This is an optimization exercise on Yosys and OpenROAD, whose aim is small area and a short achievable clock period, not a production implementation.
Function was checked by simulation only, so behaviour that the tests miss may differ from the original.
The flow treats the clock pin as an ideal source, which a real chip does not have.

violet:
## grad_top
module grad_top (
    input  wire         clk,
    input  wire         rst,        
    input  wire         in_valid,
    input  wire  [31:0] in_pix,     
    input  wire         cyc,
    input  wire         stb,
    input  wire         we,
    input  wire  [1:0]  adr,
    input  wire  [31:0] dat_i,
    output logic [31:0] dat_o,
    output logic        ack
);
For scale: ~1,000 flip-flops, ~110 I/O pins, roughly 47,000 um2 of cells after synthesis.
export LEC_CHECK = 0
export CAP_MARGIN = 20
export CORE_MARGIN = 2
export CORE_UTILIZATION = 70
export SLEW_MARGIN = 20
create_clock -name core_clock -period 55.0 [get_ports {clk}]
run.sh (not shown) runs the stock make flow with config.mk's settings and CLKGATE_MAP_FILE= SYNTH_SCRIPT=/design/flow/synth_recipe.tcl, a recipe that flattens the netlist after the stock synthesis.
diff inputs: violet => ember
==> flow/flow/run.sh (new file) <==
#!/bin/bash
# Own layout flow: the standard ORFS flow, step by step, with
#  - the I/O port buffers as buf_4 cells instead of ORFS's default pick,
#  - no dummy loads in the clock tree.
# Each step's full output goes to a log file of its own in this folder.
set -uo pipefail
cd "$(dirname "$0")/.."
MARGIN=${MARGIN:-$(cat flow/margin.txt 2>/dev/null || echo 0)}
export BUFFER_PORTS_ARGS="-buffer_cell sky130_fd_sc_hd__buf_4"
export SETUP_SLACK_MARGIN=$MARGIN
bash standard.sh synth > flow_synth.log 2>&1 || { tail -50 flow_synth.log; exit 1; }
bash standard.sh floorplan > flow_floorplan.log 2>&1 || { tail -50 flow_floorplan.log; exit 1; }
bash standard.sh place > flow_place.log 2>&1 || { tail -50 flow_place.log; exit 1; }
bash standard.sh cts > flow_cts.log 2>&1 || { tail -50 flow_cts.log; exit 1; }
bash standard.sh route > flow_route.log 2>&1 || { tail -50 flow_route.log; exit 1; }
bash standard.sh finish > flow_finish.log 2>&1 || { tail -50 flow_finish.log; exit 1; }
ls -la out/
==> flow/flow/margin.txt (new file) <==
42
==> flow/standard.sh (new file) <==
#!/bin/bash
# synth_recipe.tcl (not shown) runs the flow's synth.tcl, then flattens the netlist and writes it again
# the make line also repeats each setting of config.mk as NAME=value (left out here)
make -C /OpenROAD-flow-scripts/flow DESIGN_CONFIG=/design/flow/config.mk WORK_HOME=/design/flow/orfs CLKGATE_MAP_FILE= SYNTH_SCRIPT=/design/flow/synth_recipe.tcl "${@:-finish}"
removed: flow/run.sh
Notes after the runs:
In the metrics for ember and violet, the one carrying the lower number of stages on the worst setup path is ember.
Looking at critical-path cell with the highest stage delay, the nor3b_1 result is from violet; the dfxtp_1 one comes from ember.
Wire length per cell (ember vs. violet) decreases slightly
Changes observed in ember relative to violet: flip-flop and latch count comparable, clock tree cell share of total cell area increased 0.28 points.
Of the two values seen for first element of the critical path, u_wb_regs_ctrl.dat_o[7]$_DFF_P_ was produced by ember and adr[0] by violet.

* * *

Another version of the RTL of grad_top (not shown whole).
Size in the first run: ~4,000 cells after synthesis, ~1,100 flip-flops, about 110 I/O pins, roughly 50,000 sq um of cells after synthesis.
Design grad_top, start of the top module:
module grad_top (
    input  wire         clk,
    input  wire         rst,        
    input  wire         in_valid,
    input  wire  [31:0] in_pix,     
    input  wire         cyc,
    input  wire         stb,
    input  wire         we,
    input  wire  [1:0]  adr,
    input  wire  [31:0] dat_i,
    output logic [31:0] dat_o,
    output logic        ack
);
Settings: LEC_CHECK=0, CAP_MARGIN=20, CORE_MARGIN=2, CORE_UTILIZATION=40, SLEW_MARGIN=20; clock period 55.0 ns.
Stock flow here: none of the scripts above is used.
The first run finished with timing, DRC and antenna clean.
Change:
CORE_UTILIZATION = 70   (was 40)
CTS_BUF_LIST = sky130_fd_sc_hd__clkbuf_4 sky130_fd_sc_hd__clkbuf_8   (was unset)
The changed run completed without violations.
Clock-buffer cell count grows by 117.
Wire length shrinks slightly.
Critical path depth shrinks by 3.
Design area shrinks slightly.
Final cell count shrinks by roughly a tenth.
Synthesized cell count is unchanged.
Fmax grows by a few percent.

* * *

grad_top, a different RTL version from the one above (not shown whole).
Size: about 3,300 cells after synthesis, about 1,100 flip-flops, about 110 I/O pins, roughly 0.044 mm2 of cells after synthesis.
Settings: LEC_CHECK=0, CAP_MARGIN=20, CORE_MARGIN=2, CORE_UTILIZATION=70, CTS_CLUSTER_DIAMETER=80, CTS_CLUSTER_SIZE=30, SLEW_MARGIN=20; clock period 55.0 ns.
standard.sh (not shown) runs the stock make flow with config.mk's settings and CLKGATE_MAP_FILE= SYNTH_SCRIPT=/design/flow/synth_recipe.tcl, a recipe that flattens the netlist after the stock synthesis.
==> flow/flow/run.sh <==
#!/bin/bash
# Own layout flow: the standard ORFS flow (standard.sh), step by step,
# with three changes to how the layout is made, none to what is measured:
#  - the I/O port buffers are given as a fixed cell (PORT_BUF) instead of
#    ORFS's default pick (a slow delay buffer),
#  - timing repair aims at a setup margin (MARGIN ns) so that the achieved
#    period, not only the 55 ns constraint, is optimised,
#  - optional extra clock_tree_synthesis arguments (CTS_EXTRA).
# The synthesis is the standard one, unchanged. Each step's full output goes
# to a log file of its own in this folder.
set -uo pipefail
cd "$(dirname "$0")/.."
MARGIN=43
PORT_BUF=sky130_fd_sc_hd__buf_4
CTS_EXTRA=""
[ -f flow/settings.sh ] && source flow/settings.sh
export BUFFER_PORTS_ARGS="-buffer_cell $PORT_BUF"
export SETUP_SLACK_MARGIN=$MARGIN
if [ -n "$CTS_EXTRA" ]; then
  export CTS_ARGS="-sink_clustering_enable -repair_clock_nets $CTS_EXTRA"
fi
for step in synth floorplan place cts route finish; do
  bash standard.sh $step > flow_$step.log 2>&1 || { tail -50 flow_$step.log; exit 1; }
done
ls -la out/
==> flow/flow/settings.sh <==
MARGIN=43
PORT_BUF=sky130_fd_sc_hd__buf_2
CTS_EXTRA="-sink_clustering_size 30 -sink_clustering_max_diameter 80 -dont_use_dummy_load"
Then changed:
CORE_UTILIZATION = 80   (was 70)
Effect: Final area falls by 0.52%; cell count is lower by 3.5%; critical path depth stays the same; routed wire length increases by 4.3%; non-clock buffer count drops by 4; maximum frequency barely changes; worst setup slack is better by 0.0047 ns; register-to-register slack gets worse by 0.23 ns.
Then changed:
==> flow/flow/run.sh (replaced) <==
#!/bin/bash
# Own layout flow: the standard ORFS flow, step by step, with
#  - the I/O port buffers as buf_4 cells instead of ORFS's default pick,
#  - no dummy loads in the clock tree.
# Each step's full output goes to a log file of its own in this folder.
set -uo pipefail
cd "$(dirname "$0")/.."
MARGIN=${MARGIN:-$(cat flow/margin.txt 2>/dev/null || echo 0)}
export BUFFER_PORTS_ARGS="-buffer_cell sky130_fd_sc_hd__buf_4"
export SETUP_SLACK_MARGIN=$MARGIN
bash standard.sh synth > flow_synth.log 2>&1 || { tail -50 flow_synth.log; exit 1; }
bash standard.sh floorplan > flow_floorplan.log 2>&1 || { tail -50 flow_floorplan.log; exit 1; }
bash standard.sh place > flow_place.log 2>&1 || { tail -50 flow_place.log; exit 1; }
bash standard.sh cts > flow_cts.log 2>&1 || { tail -50 flow_cts.log; exit 1; }
bash standard.sh route > flow_route.log 2>&1 || { tail -50 flow_route.log; exit 1; }
bash standard.sh finish > flow_finish.log 2>&1 || { tail -50 flow_finish.log; exit 1; }
ls -la out/
==> flow/flow/margin.txt (new file) <==
43
CORE_UTILIZATION = 70   (was 80)
removed: flow/flow/settings.sh
The changed run ran to the end with no violations.
Via count goes down by 2.7%.

-- static timing again, ports no longer ideal --
No port has a modelled driver above. Below, the same layouts with a new extraction and two added sets of constraints. Step 1 assumes that a clkbuf_16 drives the clock port and a buf_2 every other input. Step 2 adds t to the input delays and takes it off the output delays; t is the mean of the earliest and latest rising clock arrival at the registers after step 1. Input paths then give back, and output paths get back, about the clock's delay inside the block. a / b / c = no drivers / after step 1 / after step 2; a / b = the first two.
run	t (ns)	slack for setup (ns)	worst setup path at the end	worst slew at a driven data input, ns
violet	0.710	42.185 / 42.225 / 41.515	input to register	0.05
ember	0.722	42.885 / 42.820 / 42.333	input to register	0.05
the first run of note 2	0.775	42.033 / 42.068 / 41.293	input to register	0.05
the second run of note 2	0.860	42.327 / 42.261 / 41.624	input to register	0.05
the first run of note 3	0.652	42.908 / 42.846 / 42.595	input to register	0.05
the second run of note 3	0.654	42.913 / 42.851 / 42.571	input to register	0.04
the third run of note 3	0.682	42.911 / 42.850 / 42.687	input to register	0.05
After both steps setup and hold are still met in every run listed. For the first run of note 2, which loses most, drivers alone change the setup slack by +0.035 ns; drivers and shift together by -0.740 ns.
